Source: an optimization exercise on an open RTL-to-GDS flow (aim: small area, a short achievable clock period and few clock cycles). Production flows keep margins and buffers that such runs may drop. Function was checked by simulation only, so behaviour that the tests miss may differ from the original.

Design exec_stage_md, start of the top module:
module exec_stage_md (
    input  wire logic        clk,
    input  wire logic        rst_n,
    input  wire logic        in_valid,
    output      logic        in_ready,
    input  wire logic        flush,
    input  wire logic        md_en,
    input  wire logic [2:0]  md_op,
    input  wire logic [4:0]  alu_ctrl,
    input  wire logic        jump,
    input  wire logic        branch,
    input  wire logic        sel_a_pc,
    input  wire logic        sel_b_imm,
    input  wire logic        tgt_rs1,
    input  wire logic [31:0] rd1,
    input  wire logic [31:0] rd2,
    input  wire logic [31:0] pc,
    input  wire logic [31:0] imm,
    input  wire logic [1:0]  fwd_a,
    input  wire logic [1:0]  fwd_b,
    input  wire logic [31:0] result_w,
    input  wire logic [31:0] alu_result_m,
    output      logic        out_valid,
    input  wire logic        out_ready,
    output      logic [31:0] result,
    output      logic [31:0] write_data,
    output      logic [31:0] pc_target,
    output      logic        redirect,
    output      logic        stall_o
);
Settings: LEC_CHECK=0, ABC_AREA=1, CAP_MARGIN=20, CORE_MARGIN=2, CORE_UTILIZATION=50, SETUP_SLACK_MARGIN=2.5, SLEW_MARGIN=20, TNS_END_PERCENT=0; clock period 11.5 ns.
standard.sh (not shown) runs the stock make flow with config.mk's settings and CLKGATE_MAP_FILE= SYNTH_SCRIPT=/design/flow/synth_recipe.tcl, a recipe that flattens the netlist after the stock synthesis.
==> flow/flow/run.sh <==
#!/bin/bash
# Standard layout, except that the port buffers are buf_2 cells rather
# than the delay-buffer cells buffer_ports picks by default.
set -euo pipefail
export BUFFER_PORTS_ARGS="-buffer_cell sky130_fd_sc_hd__buf_2"
bash standard.sh > standard_flow.log 2>&1
The starting point produced a clean layout.
Testbench counts at the start, summed over its fixed seeds: cycles 7,586.
Edit:
- ABC_AREA: 1 -> unset
- SETUP_SLACK_MARGIN: 2.5 -> 2.0
- TNS_END_PERCENT: 0 -> unset
The new run completed without violations. Critical path depth decreases by 1. Global-route usage shrinks by 1.1 points. Clock-buffer cell count increases by 1. Cell area increases slightly. Maximum frequency came out lower by a few percent. Clock skew is lower by 0.011 ns. Worst hold slack is worse by 0.015 ns.
Edit:
==> flow/flow/run.sh (replaced) <==
#!/bin/bash
# Standard layout, except that the port buffers are buf_1 cells rather
# than the delay-buffer cells buffer_ports picks by default.
set -euo pipefail
export BUFFER_PORTS_ARGS="-buffer_cell sky130_fd_sc_hd__buf_1"
bash standard.sh > standard_flow.log 2>&1
- ABC_AREA: unset -> 1
- CORE_UTILIZATION: 50 -> 56
- SETUP_SLACK_MARGIN: 2.0 -> 2.75
- TNS_END_PERCENT: unset -> 0
Result: Clock-buffer cell count decreases by 1; setup slack gets better by 0.66 ns; cell area is about the same; synthesized area increases slightly; fmax increases by a little under a tenth; utilization increases by 6.0 points.

========
exec_stage_md, a different RTL version from the one above (not shown whole).
For scale: about 4900 cells after synthesis, ~320 I/O pins, ~38000 um2 of cells after synthesis.
==> flow/design.v (excerpt) <==
module exec_stage_md (
    input  wire logic        clk,
    input  wire logic        rst_n,
    input  wire logic        in_valid,
    output      logic        in_ready,
    input  wire logic        flush,
    input  wire logic        md_en,
    input  wire logic [2:0]  md_op,
    input  wire logic [4:0]  alu_ctrl,
    input  wire logic        jump,
    input  wire logic        branch,
    input  wire logic        sel_a_pc,
    input  wire logic        sel_b_imm,
    input  wire logic        tgt_rs1,
    input  wire logic [31:0] rd1,
    input  wire logic [31:0] rd2,
    input  wire logic [31:0] pc,
    input  wire logic [31:0] imm,
    input  wire logic [1:0]  fwd_a,
    input  wire logic [1:0]  fwd_b,
    input  wire logic [31:0] result_w,
    input  wire logic [31:0] alu_result_m,
    output      logic        out_valid,
    input  wire logic        out_ready,
    output      logic [31:0] result,
    output      logic [31:0] write_data,
    output      logic [31:0] pc_target,
    output      logic        redirect,
    output      logic        stall_o
);
clock: 11.5 ns
lec_check: 0
cap_margin: 20
core_margin: 2
core_utilization: 50
setup_slack_margin: 2.0
slew_margin: 20
run.sh (not shown) runs the stock make flow with config.mk's settings and CLKGATE_MAP_FILE= SYNTH_SCRIPT=/design/flow/synth_recipe.tcl, a recipe that flattens the netlist after the stock synthesis.
Stock flow here: none of the scripts above is used.
The baseline finished with timing, DRC and antenna clean.
Testbench counts at the start, summed over its fixed seeds: cycles 7,835.
Rerun with:
==> flow/flow/run.sh (new file) <==
#!/bin/bash
# Standard layout, except that the port buffers are buf_2 cells rather
# than the delay-buffer cells buffer_ports picks by default.
set -euo pipefail
export BUFFER_PORTS_ARGS="-buffer_cell sky130_fd_sc_hd__buf_2"
bash standard.sh > standard_flow.log 2>&1
==> flow/standard.sh (new file) <==
#!/bin/bash
# synth_recipe.tcl (not shown) runs the flow's synth.tcl, then flattens the netlist and writes it again
# the make line also repeats each setting of config.mk as NAME=value (left out here)
make -C /OpenROAD-flow-scripts/flow DESIGN_CONFIG=/design/flow/config.mk WORK_HOME=/design/flow/orfs CLKGATE_MAP_FILE= SYNTH_SCRIPT=/design/flow/synth_recipe.tcl "${@:-finish}"
SETUP_SLACK_MARGIN = 1.5   (was 2.0)
removed: flow/run.sh
Die area stays the same.
Design area fell by about 8%.
Worst hold slack got worse by 0.031 ns.
Worst setup slack got worse by 0.49 ns.
Area after synthesis is unchanged.
Global-route usage fell by 0.30 points.
Core utilization fell by 5.1 points.
Cell count fell by about 1.5%.
Synthesized cell count stays the same.
First-iteration DRC count fell by 1.9%.
Rerun with:
==> flow/run.sh (new file) <==
#!/bin/bash
# synth_recipe.tcl (not shown) runs the flow's synth.tcl, then flattens the netlist and writes it again
# the make line also repeats each setting of config.mk as NAME=value (left out here)
make -C /OpenROAD-flow-scripts/flow DESIGN_CONFIG=/design/flow/config.mk WORK_HOME=/design/flow/orfs CLKGATE_MAP_FILE= SYNTH_SCRIPT=/design/flow/synth_recipe.tcl finish
SETUP_SLACK_MARGIN = 2.5   (was 1.5)
SYNTH_HIERARCHICAL = 1   (was not set)
removed: flow/flow/run.sh
removed: flow/standard.sh
=> Worst hold slack got worse by 0.050 ns; non-clock buffer count came out higher by 128; die area rises by 8.4%; utilization went up by 5.4 points; register-to-register slack improves by 0.73 ns; global-route usage went down by 2.4 points; clock-buffer cell count stays the same; first-iteration DRC count drops by 12%.

static timing again, ports no longer ideal:
The results above use ideal ports. As a check the final layouts listed here were re-extracted and re-timed, cells and wires unchanged. Step 1 assumes that a clkbuf_16 drives the clock port and a buf_2 every other input. Step 2 also shifts input and output timing later by t, the mid clock arrival at the registers, as if the neighbouring blocks saw the same clock. Three values: ideal, step 1, step 2; two values: the first two.
run | t (ns) | setup slack, ns | latest minus earliest clock arrival (ns) | slew at the worst register clock pin (ns) | worst slew at a driven data input, ns
the first run of note 1 | 0.590 | 2.451 / 2.430 / 2.069 | 0.030 / 0.030 | 0.09 / 0.09 | 0.10
the second run of note 1 | 0.567 | 2.042 / 2.021 / 1.678 | 0.019 / 0.019 | 0.08 / 0.08 | 0.14
the third run of note 1 | 0.575 | 2.701 / 2.678 / 2.291 | 0.023 / 0.023 | 0.09 / 0.09 | 0.09
the first run of note 2 | 0.538 | 1.950 / 1.928 / 1.424 | 0.021 / 0.021 | 0.08 / 0.08 | 0.12
the second run of note 2 | 0.542 | 1.456 / 1.433 / 1.120 | 0.023 / 0.023 | 0.09 / 0.09 | 0.11
the third run of note 2 | 0.552 | 2.290 / 2.222 / 1.737 | 0.017 / 0.017 | 0.08 / 0.08 | 0.11
After both steps setup and hold are still met in every run listed. The setup slack of the third run of note 2, which loses most, moves by -0.068 ns with the drivers and by -0.553 ns with both steps.
